What follows belongs to an exercise in optimizing a design on an open flow for small area, a short achievable clock period and few clock cycles per item; a production flow would make more cautious choices. The RTL was checked by simulation tests, not by an equivalence proof against the original design. Power figures rest on the tool's default switching activity, not on a simulated workload.

==> flow/design.v <==
package cpu_pkg;
   typedef logic [31:0] word_t;
   typedef logic [4:0]  reg_idx_t;
   typedef struct packed {
      word_t addr;
      word_t wdata;
      logic  we;
   } mem_req_t;
   typedef struct packed {
      logic     valid;
      word_t    pc;
      reg_idx_t rd;
      word_t    wdata;
   } retire_t;
endpackage
module alu
(
   input  logic [31:0] a_i,
   input  logic [31:0] b_i,
   input  logic        sub_i,      
   input  logic        uns_i,      
   input  logic        sh_right_i,
   input  logic        sh_arith_i,
   input  logic [2:0]  sel_i,      
   output logic [31:0] sum_o,
   output logic        lt_o,
   output logic        eq_o,
   output logic [31:0] res_o
);
   logic [32:0] s;
   logic [31:0] bx;
   logic [31:0] sh_in;
   logic [32:0] sh_ext;
   logic [31:0] sh_out;
   logic [31:0] sh_res;
   assign bx    = sub_i ? ~b_i : b_i;
   assign s     = {1'b0, a_i} + {1'b0, bx} + {32'd0, sub_i};
   assign sum_o = s[31:0];
   assign eq_o  = (a_i == b_i);
   assign lt_o  = uns_i ? ~s[32] : ((a_i[31] ^ b_i[31]) ? a_i[31] : s[31]);
   always_comb begin
      for (int i = 0; i < 32; i++) sh_in[i] = sh_right_i ? a_i[i] : a_i[31 - i];
   end
   assign sh_ext = {sh_arith_i & a_i[31], sh_in};
   assign sh_out = 32'($signed(sh_ext) >>> b_i[4:0]);
   always_comb begin
      for (int i = 0; i < 32; i++) sh_res[i] = sh_right_i ? sh_out[i] : sh_out[31 - i];
   end
   always_comb begin
      case (sel_i)
         3'd0:    res_o = s[31:0];
         3'd1:    res_o = {31'd0, lt_o};
         3'd2:    res_o = a_i ^ b_i;
         3'd3:    res_o = a_i | b_i;
         3'd4:    res_o = a_i & b_i;
         default: res_o = sh_res;
      endcase
   end
endmodule
module reg_file
(
   input  logic        clk,
   input  logic [4:0]  rs1_i,
   input  logic [4:0]  rs2_i,
   input  logic        we_i,
   input  logic [4:0]  rd_i,
   input  logic [31:0] wdata_i,
   output logic [31:0] rdata1_o,
   output logic [31:0] rdata2_o
);
   logic [31:0] regs [1:31];
   always_ff @(posedge clk) begin
      for (int i = 1; i < 32; i++) begin
         if (we_i && rd_i == 5'(i)) regs[i] <= wdata_i;
      end
   end
   always_comb begin
      rdata1_o = '0;
      rdata2_o = '0;
      for (int i = 1; i < 32; i++) begin
         rdata1_o = rdata1_o | ({32{rs1_i == 5'(i)}} & regs[i]);
         rdata2_o = rdata2_o | ({32{rs2_i == 5'(i)}} & regs[i]);
      end
   end
endmodule
module cpu_top
(
   input  logic     clk,
   input  logic     reset,
   input  cpu_pkg::word_t    rdata_i,
   output cpu_pkg::mem_req_t mem_o,
   output cpu_pkg::retire_t  retire_o
);
   logic [31:0] pc_f;        
   logic [31:0] pa_q;        
   logic        e_v;         
   logic [31:0] e_pc;
   logic [4:0]  e_rd;        
   logic [31:0] a_q;         
   logic [31:0] b_q;         
   logic [11:0] i_q;         
   logic [31:0] t_q;         
   logic        la, lb;      
   logic        e_imm;       
   logic        e_t;         
   logic        e_sub, e_uns, e_shr, e_sha;
   logic [2:0]  e_sel;
   logic        e_br, e_jalr, e_lw, e_sw, e_pred;
   logic [2:0]  e_f3;
   logic        m_act;       
   logic        m_we;
   logic        w_v;
   logic [31:0] w_pc;
   logic [4:0]  w_rd;
   logic        w_we;        
   logic [31:0] res_q;       
   logic [31:0] ins;
   logic [4:0]  op;
   logic [2:0]  f3;
   logic        is_lui, is_auipc, is_jal, is_jalr, is_br, is_lw, is_sw, is_opi, is_op;
   logic        wr;
   logic [31:0] imm_u, imm_bj;
   logic [31:0] rf1, rf2;
   logic [31:0] pc4_f, tsum;
   logic        pred;
   logic        rf_we;
   logic [4:0]  rf_wa;
   logic [31:0] rf_wd;
   assign ins = rdata_i;
   assign op  = ins[6:2];
   assign f3  = ins[14:12];
   assign is_jal   = op[1];
   assign is_jalr  = op[4] & op[0] & ~op[1];
   assign is_br    = op[4] & ~op[0];
   assign is_lui   = op[2] & op[0] & op[3];
   assign is_auipc = op[2] & op[0] & ~op[3];
   assign is_lw    = ~op[4] & ~op[3] & ~op[2];
   assign is_sw    = ~op[4] & op[3] & ~op[2];
   assign is_opi   = op[2] & ~op[0] & ~op[3];
   assign is_op    = op[2] & ~op[0] & op[3];
   assign wr       = ~(op[3] & ~op[2] & ~op[0]) & (ins[11:7] != 5'd0);
   assign imm_u  = {ins[31:12], 12'd0};
   assign imm_bj = is_auipc ? imm_u :
                   is_jal   ? {{11{ins[31]}}, ins[31], ins[19:12], ins[20], ins[30:21], 1'b0} :
                              {{19{ins[31]}}, ins[31], ins[7], ins[30:25], ins[11:8], 1'b0};
   reg_file i_reg_file (
      .clk      (clk),
      .rs1_i    (ins[19:15]),
      .rs2_i    (ins[24:20]),
      .we_i     (rf_we),
      .rd_i     (rf_wa),
      .wdata_i  (rf_wd),
      .rdata1_o (rf1),
      .rdata2_o (rf2)
   );
   assign pc4_f = pc_f + 32'd4;
   assign tsum  = pc_f + imm_bj;
   assign pred  = is_jal | (is_br & ins[31]);
   logic [31:0] opa, opb, alu_b;
   logic [31:0] sum, alu_res, e_res;
   logic        lt, eq, taken, redir;
   logic [31:0] rtarget;
   logic        e_go, e_mem;
   logic        dep_a, dep_b, hit_a, hit_b;
   assign e_go  = e_v & ~m_act;
   assign e_mem = e_lw | e_sw;
   assign opa   = a_q;
   assign opb   = b_q;
   assign alu_b = e_imm ? {{20{i_q[11]}}, i_q} : opb;
   alu i_alu (
      .a_i        (opa),
      .b_i        (alu_b),
      .sub_i      (e_sub),
      .uns_i      (e_uns),
      .sh_right_i (e_shr),
      .sh_arith_i (e_sha),
      .sel_i      (e_sel),
      .sum_o      (sum),
      .lt_o       (lt),
      .eq_o       (eq),
      .res_o      (alu_res)
   );
   logic        br_eq, br_lt;
   assign br_eq   = (opa == opb);
   assign br_lt   = ({~e_f3[1] ^ opa[31], opa[30:0]} < {~e_f3[1] ^ opb[31], opb[30:0]});
   assign taken   = e_f3[2] ? (br_lt ^ e_f3[0]) : (br_eq ^ e_f3[0]);
   assign redir   = e_go & (e_jalr | (e_br & (taken ^ e_pred)));
   assign rtarget = e_jalr ? {sum[31:1], 1'b0} : t_q;
   assign e_res   = e_t ? t_q : alu_res;
   assign dep_a = (ins[19:15] == e_rd) & (e_rd != 5'd0) & e_v;
   assign dep_b = (ins[24:20] == e_rd) & (e_rd != 5'd0) & e_v;
   assign hit_a = dep_a & ~e_lw;
   assign hit_b = dep_b & ~e_lw;
   assign rf_we = m_act ? (~m_we & w_we) : (e_go & ~e_mem & (e_rd != 5'd0));
   assign rf_wa = m_act ? w_rd : e_rd;
   assign rf_wd = m_act ? rdata_i : e_res;
   always_ff @(posedge clk) begin
      if (!reset) begin
         pc_f  <= 32'h0000_0000;
         pa_q  <= 32'h0000_0000;
         e_v   <= 1'b0;
         m_act <= 1'b0;
         m_we  <= 1'b0;
         w_v   <= 1'b0;
      end else begin
         if (m_act) begin
            m_act <= 1'b0;
            m_we  <= 1'b0;
            w_v   <= 1'b1;
            pa_q  <= pc_f;
         end else begin
            if (redir)     pc_f <= rtarget;
            else if (pred) pc_f <= tsum;
            else           pc_f <= pc4_f;
            if (e_v & e_mem) pa_q <= sum;
            else if (redir)  pa_q <= rtarget;
            else if (pred)   pa_q <= tsum;
            else             pa_q <= pc4_f;
            e_v   <= ~redir;
            m_act <= e_v & e_mem;
            m_we  <= e_v & e_sw;
            w_v   <= e_v & ~e_mem;
         end
      end
   end
   always_ff @(posedge clk) begin
      if (m_act) begin
         if (!m_we) res_q <= rdata_i;
         if (la) a_q <= rdata_i;
         if (lb) b_q <= rdata_i;
      end else begin
         e_pc   <= pc_f;
         e_rd   <= wr ? ins[11:7] : 5'd0;
         a_q    <= hit_a ? e_res : rf1;
         b_q    <= hit_b ? e_res : rf2;
         i_q    <= is_sw ? {ins[31:25], ins[11:7]} : ins[31:20];
         t_q    <= (is_jal | is_jalr | pred) ? pc4_f : is_lui ? imm_u : tsum;
         la     <= dep_a & e_lw;
         lb     <= dep_b & e_lw;
         e_imm  <= ~is_op & ~is_br;
         e_t    <= is_lui | is_auipc | is_jal | is_jalr;
         e_sub  <= is_br | ((is_op | is_opi) & (f3 == 3'b010 || f3 == 3'b011)) | (is_op & f3 == 3'b000 & ins[30]);
         e_uns  <= is_br ? f3[1] : f3[0];
         e_shr  <= f3[2];
         e_sha  <= ins[30];
         e_sel  <= (is_op | is_opi) ? (f3 == 3'b010 || f3 == 3'b011) ? 3'd1 :
                                      (f3 == 3'b100) ? 3'd2 :
                                      (f3 == 3'b110) ? 3'd3 :
                                      (f3 == 3'b111) ? 3'd4 :
                                      (f3 == 3'b000) ? 3'd0 : 3'd5
                                    : 3'd0;
         e_br   <= is_br;
         e_jalr <= is_jalr;
         e_lw   <= is_lw;
         e_sw   <= is_sw;
         e_pred <= pred;
         e_f3   <= f3;
         if (e_v) begin
            res_q  <= e_sw ? opb : e_res;
            w_pc   <= e_pc;
            w_rd   <= e_rd;
            w_we   <= e_rd != 5'd0;
         end
      end
   end
   assign mem_o.addr  = pa_q;
   assign mem_o.wdata = res_q;
   assign mem_o.we    = m_we;
   assign retire_o.valid = w_v;
   assign retire_o.pc    = w_pc;
   assign retire_o.rd    = w_rd;
   assign retire_o.wdata = w_we ? res_q : 32'd0;
endmodule
Settings: LEC_CHECK=0, CAP_MARGIN=20, CORE_MARGIN=2, CORE_UTILIZATION=45, CTS_CLUSTER_DIAMETER=100, CTS_CLUSTER_SIZE=20, SETUP_SLACK_MARGIN=5, SLEW_MARGIN=20, TNS_END_PERCENT=100; clock period 10.0 ns.
standard.sh (not shown) runs the stock make flow with config.mk's settings and CLKGATE_MAP_FILE= SYNTH_SCRIPT=/design/flow/synth_recipe.tcl, a recipe that flattens the netlist after the stock synthesis.
==> flow/flow/run.sh <==
#!/bin/bash
set -euo pipefail
sed "s/SETUP_SLACK_MARGIN=[0-9.]*/SETUP_SLACK_MARGIN=5.5/" standard.sh > standard_tight.sh
bash standard_tight.sh > standard.log 2>&1
Testbench counts at the start, summed over its fixed seeds: cycles 26,962, instrs 21,612.
==> next run, changes <==
--- a/flow/design.v
+++ b/flow/design.v
@@ -100,7 +100,7 @@
    logic [31:0] b_q;         
    logic [11:0] i_q;         
    logic [31:0] t_q;         
-   logic        la, lb;      
+   logic        fa, fb;      
    logic        e_imm;       
    logic        e_t;         
    logic        e_sub, e_uns, e_shr, e_sha;
@@ -112,7 +112,6 @@
    logic        w_v;
    logic [31:0] w_pc;
    logic [4:0]  w_rd;
-   logic        w_we;        
    logic [31:0] res_q;       
    logic [31:0] ins;
    logic [4:0]  op;
@@ -161,11 +160,10 @@
    logic        lt, eq, taken, redir;
    logic [31:0] rtarget;
    logic        e_go, e_mem;
-   logic        dep_a, dep_b, hit_a, hit_b;
    assign e_go  = e_v & ~m_act;
    assign e_mem = e_lw | e_sw;
-   assign opa   = a_q;
-   assign opb   = b_q;
+   assign opa   = fa ? res_q : a_q;
+   assign opb   = fb ? res_q : b_q;
    assign alu_b = e_imm ? {{20{i_q[11]}}, i_q} : opb;
    alu i_alu (
       .a_i        (opa),
@@ -180,18 +178,11 @@
       .eq_o       (eq),
       .res_o      (alu_res)
    );
-   logic        br_eq, br_lt;
-   assign br_eq   = (opa == opb);
-   assign br_lt   = ({~e_f3[1] ^ opa[31], opa[30:0]} < {~e_f3[1] ^ opb[31], opb[30:0]});
-   assign taken   = e_f3[2] ? (br_lt ^ e_f3[0]) : (br_eq ^ e_f3[0]);
+   assign taken   = e_f3[2] ? (lt ^ e_f3[0]) : (eq ^ e_f3[0]);
    assign redir   = e_go & (e_jalr | (e_br & (taken ^ e_pred)));
    assign rtarget = e_jalr ? {sum[31:1], 1'b0} : t_q;
    assign e_res   = e_t ? t_q : alu_res;
-   assign dep_a = (ins[19:15] == e_rd) & (e_rd != 5'd0) & e_v;
-   assign dep_b = (ins[24:20] == e_rd) & (e_rd != 5'd0) & e_v;
-   assign hit_a = dep_a & ~e_lw;
-   assign hit_b = dep_b & ~e_lw;
-   assign rf_we = m_act ? (~m_we & w_we) : (e_go & ~e_mem & (e_rd != 5'd0));
+   assign rf_we = m_act ? (~m_we & (w_rd != 5'd0)) : (e_go & ~e_mem & (e_rd != 5'd0));
    assign rf_wa = m_act ? w_rd : e_rd;
    assign rf_wd = m_act ? rdata_i : e_res;
    always_ff @(posedge clk) begin
@@ -226,17 +217,15 @@
    always_ff @(posedge clk) begin
       if (m_act) begin
          if (!m_we) res_q <= rdata_i;
-         if (la) a_q <= rdata_i;
-         if (lb) b_q <= rdata_i;
       end else begin
          e_pc   <= pc_f;
          e_rd   <= wr ? ins[11:7] : 5'd0;
-         a_q    <= hit_a ? e_res : rf1;
-         b_q    <= hit_b ? e_res : rf2;
+         a_q    <= rf1;
+         b_q    <= rf2;
          i_q    <= is_sw ? {ins[31:25], ins[11:7]} : ins[31:20];
          t_q    <= (is_jal | is_jalr | pred) ? pc4_f : is_lui ? imm_u : tsum;
-         la     <= dep_a & e_lw;
-         lb     <= dep_b & e_lw;
+         fa     <= (ins[19:15] == e_rd) & (e_rd != 5'd0) & e_v;
+         fb     <= (ins[24:20] == e_rd) & (e_rd != 5'd0) & e_v;
          e_imm  <= ~is_op & ~is_br;
          e_t    <= is_lui | is_auipc | is_jal | is_jalr;
          e_sub  <= is_br | ((is_op | is_opi) & (f3 == 3'b010 || f3 == 3'b011)) | (is_op & f3 == 3'b000 & ins[30]);
@@ -259,7 +248,6 @@
             res_q  <= e_sw ? opb : e_res;
             w_pc   <= e_pc;
             w_rd   <= e_rd;
-            w_we   <= e_rd != 5'd0;
          end
       end
    end
@@ -269,5 +257,5 @@
    assign retire_o.valid = w_v;
    assign retire_o.pc    = w_pc;
    assign retire_o.rd    = w_rd;
-   assign retire_o.wdata = w_we ? res_q : 32'd0;
+   assign retire_o.wdata = (w_rd != 5'd0) ? res_q : 32'd0;
 endmodule
Outcome: Non-clock buffer count is higher by 111; synthesized cell count is higher by 0.56%; hold slack is better by 0.0055 ns; wire length is higher by 6.4%; final cell count is higher by 1.9%; worst setup slack is worse by 0.31 ns; design area is higher by 3.8%; first-iteration DRC count is higher by 5.2%; utilization is higher by 2.0 points.
Testbench counts after the change, summed over its fixed seeds: cycles 26,962, instrs 21,612.

========
Another version of the RTL of cpu_top (not shown whole).
Size in the first run: about 6000 cells after synthesis, ~1300 flip-flops.
==> module cpu_top, before the edit <==
module cpu_top
(
   input  logic     clk,
   input  logic     reset,
   input  cpu_pkg::word_t    rdata_i,
   output cpu_pkg::mem_req_t mem_o,
   output cpu_pkg::retire_t  retire_o
);
   logic [31:0] pc_f;
   logic        e_v;         
   logic [31:0] e_pc;
   logic [4:0]  e_rd;        
   logic [31:0] a_q, b_q, t_q;
   logic        fa, fb, fs;  
   logic        ga, gb, gs;  
   logic        e_sub, e_uns, e_shr, e_sha;
   logic [2:0]  e_sel;
   logic        e_br, e_jalr, e_lw, e_sw, e_pred;
   logic [2:0]  e_f3;
   logic        m_act;       
   logic        m_we;
   logic [31:0] pa_q;        
   logic        w_v;
   logic [31:0] w_pc;
   logic [4:0]  w_rd;
   logic [31:0] res_q;       
   logic [31:0] res2_q;      
   logic [31:0] ins;
   logic [4:0]  op;
   logic [2:0]  f3;
   logic        is_lui, is_auipc, is_jal, is_jalr, is_br, is_lw, is_sw, is_opi, is_op;
   logic        wr;
   logic [31:0] imm_i, imm_s, imm_b, imm_u, imm_j;
   logic [31:0] rf1, rf2;
   logic [31:0] pc4_f, tsum;
   logic        pred;
   logic        rf_we;
   logic [4:0]  rf_wa;
   logic [31:0] rf_wd;
   assign ins = rdata_i;
   assign op  = ins[6:2];
   assign f3  = ins[14:12];
   assign is_jal   = op[1];
   assign is_jalr  = op[4] & op[0] & ~op[1];
   assign is_br    = op[4] & ~op[0];
   assign is_lui   = op[2] & op[0] & op[3];
   assign is_auipc = op[2] & op[0] & ~op[3];
   assign is_lw    = ~op[4] & ~op[3] & ~op[2];
   assign is_sw    = ~op[4] & op[3] & ~op[2];
   assign is_opi   = op[2] & ~op[0] & ~op[3];
   assign is_op    = op[2] & ~op[0] & op[3];
   assign wr       = ~(op[3] & ~op[2] & ~op[0]) & (ins[11:7] != 5'd0);
   assign imm_i = {{20{ins[31]}}, ins[31:20]};
   assign imm_s = {{20{ins[31]}}, ins[31:25], ins[11:7]};
   assign imm_b = {{19{ins[31]}}, ins[31], ins[7], ins[30:25], ins[11:8], 1'b0};
   assign imm_u = {ins[31:12], 12'd0};
   assign imm_j = {{11{ins[31]}}, ins[31], ins[19:12], ins[20], ins[30:21], 1'b0};
   reg_file i_reg_file (
      .clk      (clk),
      .rs1_i    (ins[19:15]),
      .rs2_i    (ins[24:20]),
      .we_i     (rf_we),
      .rd_i     (rf_wa),
      .wdata_i  (rf_wd),
      .rdata1_o (rf1),
      .rdata2_o (rf2)
   );
   assign pc4_f = pc_f + 32'd4;
   assign tsum  = pc_f + (is_jal ? imm_j : imm_b);
   assign pred  = is_jal | (is_br & ins[31]);
   logic [31:0] opa, opb, sdata;
   logic [31:0] sum, alu_res, e_res;
   logic        lt, eq, taken, redir;
   logic [31:0] rtarget;
   logic        e_go;
   assign e_go  = e_v & ~m_act;
   assign opa   = fa ? res_q : ga ? res2_q : a_q;
   assign opb   = fb ? res_q : gb ? res2_q : b_q;
   assign sdata = fs ? res_q : gs ? res2_q : t_q;
   alu i_alu (
      .a_i        (opa),
      .b_i        (opb),
      .sub_i      (e_sub),
      .uns_i      (e_uns),
      .sh_right_i (e_shr),
      .sh_arith_i (e_sha),
      .sel_i      (e_sel),
      .sum_o      (sum),
      .lt_o       (lt),
      .eq_o       (eq),
      .res_o      (alu_res)
   );
   assign taken   = e_f3[2] ? (lt ^ e_f3[0]) : (eq ^ e_f3[0]);
   assign redir   = e_go & (e_jalr | (e_br & (taken ^ e_pred)));
   assign rtarget = e_jalr ? {sum[31:1], 1'b0} : t_q;
   assign e_res   = e_jalr ? t_q : alu_res;
   assign rf_we = w_v & (w_rd != 5'd0);
   assign rf_wa = w_rd;
   assign rf_wd = res_q;
   always_ff @(posedge clk) begin
      if (!reset) begin
         pc_f  <= 32'h0000_0000;
         pa_q  <= 32'h0000_0000;
         e_v   <= 1'b0;
         m_act <= 1'b0;
         m_we  <= 1'b0;
         w_v   <= 1'b0;
      end else begin
         if (m_act) begin
            m_act <= 1'b0;
            m_we  <= 1'b0;
            w_v   <= 1'b1;
            pa_q  <= pc_f;
         end else begin
            if (redir)     pc_f <= rtarget;
            else if (pred) pc_f <= tsum;
            else           pc_f <= pc4_f;
            if (e_v & (e_lw | e_sw)) pa_q <= sum;
            else if (redir)          pa_q <= rtarget;
            else if (pred)           pa_q <= tsum;
            else                     pa_q <= pc4_f;
            e_v   <= ~redir;
            m_act <= e_v & (e_lw | e_sw);
            m_we  <= e_v & e_sw;
            w_v   <= e_v & ~e_lw & ~e_sw;
         end
      end
   end
   always_ff @(posedge clk) begin
      if (m_act) begin
         if (!m_we) res_q <= rdata_i;
      end else begin
         e_pc   <= pc_f;
         e_rd   <= wr ? ins[11:7] : 5'd0;
         a_q    <= is_auipc ? pc_f : (is_lui | is_jal) ? 32'd0 : rf1;
         b_q    <= (is_op | is_br) ? rf2 : is_jal ? pc4_f : (is_lui | is_auipc) ? imm_u : is_sw ? imm_s : imm_i;
         t_q    <= is_sw ? rf2 : (is_jalr | pred) ? pc4_f : tsum;
         fa     <= ~is_lui & ~is_auipc & ~is_jal & (ins[19:15] == e_rd) & (e_rd != 5'd0) & e_v;
         fb     <= (is_op | is_br) & (ins[24:20] == e_rd) & (e_rd != 5'd0) & e_v;
         fs     <= is_sw & (ins[24:20] == e_rd) & (e_rd != 5'd0) & e_v;
         ga     <= ~is_lui & ~is_auipc & ~is_jal & (ins[19:15] == w_rd) & (w_rd != 5'd0) & w_v;
         gb     <= (is_op | is_br) & (ins[24:20] == w_rd) & (w_rd != 5'd0) & w_v;
         gs     <= is_sw & (ins[24:20] == w_rd) & (w_rd != 5'd0) & w_v;
         e_sub  <= is_br | ((is_op | is_opi) & (f3 == 3'b010 || f3 == 3'b011)) | (is_op & f3 == 3'b000 & ins[30]);
         e_uns  <= is_br ? f3[1] : f3[0];
         e_shr  <= f3[2];
         e_sha  <= ins[30];
         e_sel  <= (is_op | is_opi) ? (f3 == 3'b010 || f3 == 3'b011) ? 3'd1 :
                                      (f3 == 3'b100) ? 3'd2 :
                                      (f3 == 3'b110) ? 3'd3 :
                                      (f3 == 3'b111) ? 3'd4 :
                                      (f3 == 3'b000) ? 3'd0 : 3'd5
                                    : 3'd0;
         e_br   <= is_br;
         e_jalr <= is_jalr;
         e_lw   <= is_lw;
         e_sw   <= is_sw;
         e_pred <= pred;
         e_f3   <= f3;
         res2_q <= res_q;
         if (e_v) begin
            res_q  <= e_sw ? sdata : e_res;
            w_pc   <= e_pc;
            w_rd   <= e_rd;
         end
      end
   end
   assign mem_o.addr  = pa_q;
   assign mem_o.wdata = res_q;
   assign mem_o.we    = m_we;
   assign retire_o.valid = w_v;
   assign retire_o.pc    = w_pc;
   assign retire_o.rd    = w_rd;
   assign retire_o.wdata = (w_rd != 5'd0) ? res_q : 32'd0;
endmodule
==> flow/config.mk <==
export PLATFORM = sky130hd
export DESIGN_NAME = cpu_top
export DESIGN_NICKNAME = cpu_top
export VERILOG_FILES = /design/flow/design.v
export SDC_FILE = /design/flow/constraint.sdc
export NUM_CORES = 4
export LEC_CHECK = 0
export CAP_MARGIN = 20
export CORE_MARGIN = 2
export CORE_UTILIZATION = 40
export SETUP_SLACK_MARGIN = 5
export SLEW_MARGIN = 20
export TNS_END_PERCENT = 100
==> flow/constraint.sdc <==
create_clock -name core_clock -period 10.0 [get_ports {clk}]
set_input_delay 2.0000 -clock core_clock [delete_from_list [all_inputs] [get_ports {clk}]]
set_output_delay 2.0000 -clock core_clock [all_outputs]
set_load 0.01 [all_outputs]
run.sh (not shown) runs the stock make flow with config.mk's settings and CLKGATE_MAP_FILE= SYNTH_SCRIPT=/design/flow/synth_recipe.tcl, a recipe that flattens the netlist after the stock synthesis.
Stock flow here: none of the scripts above is used.
Testbench counts at the start, summed over its fixed seeds: cycles 26,962, instrs 21,612.
Change:
--- a/flow/design.v
+++ b/flow/design.v
@@ -96,21 +96,19 @@
    logic [31:0] e_pc;
    logic [4:0]  e_rd;        
    logic [31:0] a_q, b_q, t_q;
    logic        fa, fb, fs;  
-   logic        ga, gb, gs;  
    logic        e_sub, e_uns, e_shr, e_sha;
    logic [2:0]  e_sel;
    logic        e_br, e_jalr, e_lw, e_sw, e_pred;
    logic [2:0]  e_f3;
    logic        m_act;       
    logic        m_we;
-   logic [31:0] pa_q;        
+   logic [31:0] addr_q;
    logic        w_v;
    logic [31:0] w_pc;
    logic [4:0]  w_rd;
-   logic [31:0] res_q;       
-   logic [31:0] res2_q;      
+   logic [31:0] res_q;
    logic [31:0] ins;
    logic [4:0]  op;
    logic [2:0]  f3;
    logic        is_lui, is_auipc, is_jal, is_jalr, is_br, is_lw, is_sw, is_opi, is_op;
@@ -158,11 +156,11 @@
    logic        lt, eq, taken, redir;
    logic [31:0] rtarget;
    logic        e_go;
    assign e_go  = e_v & ~m_act;
-   assign opa   = fa ? res_q : ga ? res2_q : a_q;
-   assign opb   = fb ? res_q : gb ? res2_q : b_q;
-   assign sdata = fs ? res_q : gs ? res2_q : t_q;
+   assign opa   = fa ? res_q : a_q;
+   assign opb   = fb ? res_q : b_q;
+   assign sdata = fs ? res_q : t_q;
    alu i_alu (
       .a_i        (opa),
       .b_i        (opb),
       .sub_i      (e_sub),
@@ -178,15 +176,14 @@
    assign taken   = e_f3[2] ? (lt ^ e_f3[0]) : (eq ^ e_f3[0]);
    assign redir   = e_go & (e_jalr | (e_br & (taken ^ e_pred)));
    assign rtarget = e_jalr ? {sum[31:1], 1'b0} : t_q;
    assign e_res   = e_jalr ? t_q : alu_res;
-   assign rf_we = w_v & (w_rd != 5'd0);
-   assign rf_wa = w_rd;
-   assign rf_wd = res_q;
+   assign rf_we = m_act ? (~m_we & (w_rd != 5'd0)) : (e_go & ~e_lw & ~e_sw & (e_rd != 5'd0));
+   assign rf_wa = m_act ? w_rd : e_rd;
+   assign rf_wd = m_act ? rdata_i : e_res;
    always_ff @(posedge clk) begin
       if (!reset) begin
          pc_f  <= 32'h0000_0000;
-         pa_q  <= 32'h0000_0000;
          e_v   <= 1'b0;
          m_act <= 1'b0;
          m_we  <= 1'b0;
          w_v   <= 1'b0;
@@ -194,17 +191,12 @@
          if (m_act) begin
             m_act <= 1'b0;
             m_we  <= 1'b0;
             w_v   <= 1'b1;
-            pa_q  <= pc_f;
          end else begin
             if (redir)     pc_f <= rtarget;
             else if (pred) pc_f <= tsum;
             else           pc_f <= pc4_f;
-            if (e_v & (e_lw | e_sw)) pa_q <= sum;
-            else if (redir)          pa_q <= rtarget;
-            else if (pred)           pa_q <= tsum;
-            else                     pa_q <= pc4_f;
             e_v   <= ~redir;
             m_act <= e_v & (e_lw | e_sw);
             m_we  <= e_v & e_sw;
             w_v   <= e_v & ~e_lw & ~e_sw;
@@ -222,11 +214,8 @@
          t_q    <= is_sw ? rf2 : (is_jalr | pred) ? pc4_f : tsum;
          fa     <= ~is_lui & ~is_auipc & ~is_jal & (ins[19:15] == e_rd) & (e_rd != 5'd0) & e_v;
          fb     <= (is_op | is_br) & (ins[24:20] == e_rd) & (e_rd != 5'd0) & e_v;
          fs     <= is_sw & (ins[24:20] == e_rd) & (e_rd != 5'd0) & e_v;
-         ga     <= ~is_lui & ~is_auipc & ~is_jal & (ins[19:15] == w_rd) & (w_rd != 5'd0) & w_v;
-         gb     <= (is_op | is_br) & (ins[24:20] == w_rd) & (w_rd != 5'd0) & w_v;
-         gs     <= is_sw & (ins[24:20] == w_rd) & (w_rd != 5'd0) & w_v;
          e_sub  <= is_br | ((is_op | is_opi) & (f3 == 3'b010 || f3 == 3'b011)) | (is_op & f3 == 3'b000 & ins[30]);
          e_uns  <= is_br ? f3[1] : f3[0];
          e_shr  <= f3[2];
          e_sha  <= ins[30];
@@ -241,17 +230,17 @@
          e_lw   <= is_lw;
          e_sw   <= is_sw;
          e_pred <= pred;
          e_f3   <= f3;
-         res2_q <= res_q;
          if (e_v) begin
             res_q  <= e_sw ? sdata : e_res;
+            addr_q <= sum;
             w_pc   <= e_pc;
             w_rd   <= e_rd;
          end
       end
    end
-   assign mem_o.addr  = pa_q;
+   assign mem_o.addr  = m_act ? addr_q : pc_f;
    assign mem_o.wdata = res_q;
    assign mem_o.we    = m_we;
    assign retire_o.valid = w_v;
    assign retire_o.pc    = w_pc;
After rerunning: Worst hold slack loses 0.0033 ns. Clock power falls by about 3%. Via count falls by 5.7%. Clock-buffer cell count came out lower by 9. Critical path depth stays the same. Power decreases by about 17%. Clock skew falls by 0.017 ns. Routed wire length is lower by 6.4%.
Testbench counts after the change, summed over its fixed seeds: cycles 26,962, instrs 21,612.

## re-timing with driven ports
The flow's constraints put no driver on any port. The routed layouts listed below were extracted and timed again, unchanged, in two steps.
Step 1 (the two cells are an assumption about what drives the block):
set clk [get_ports {clk}]
set_driving_cell -lib_cell sky130_fd_sc_hd__clkbuf_16 $clk
set_driving_cell -lib_cell sky130_fd_sc_hd__buf_2 [delete_from_list [all_inputs] $clk]
Step 2 adds t to the input delays and takes it off the output delays; t is the mean of the earliest and latest rising clock arrival at the registers after step 1. Input paths then give back, and output paths get back, about the clock's delay inside the block.
Slacks: ideal / step 1 / step 2; pairs: ideal / step 1.
run	shift t [ns]	setup slack, ns	cell pins on the clock port's net
the first run of note 1	0.809	5.386 / 5.421 / 4.635	1
the second run of note 1	0.803	5.071 / 5.071 / 4.548	1
the first run of note 2	0.887	4.731 / 4.778 / 3.892	1
the second run of note 2	0.880	4.798 / 4.847 / 3.967	1
After both steps setup and hold are still met in every run listed. The setup slack of the first run of note 2, which loses most, moves by +0.047 ns with the drivers and by -0.839 ns with both steps.
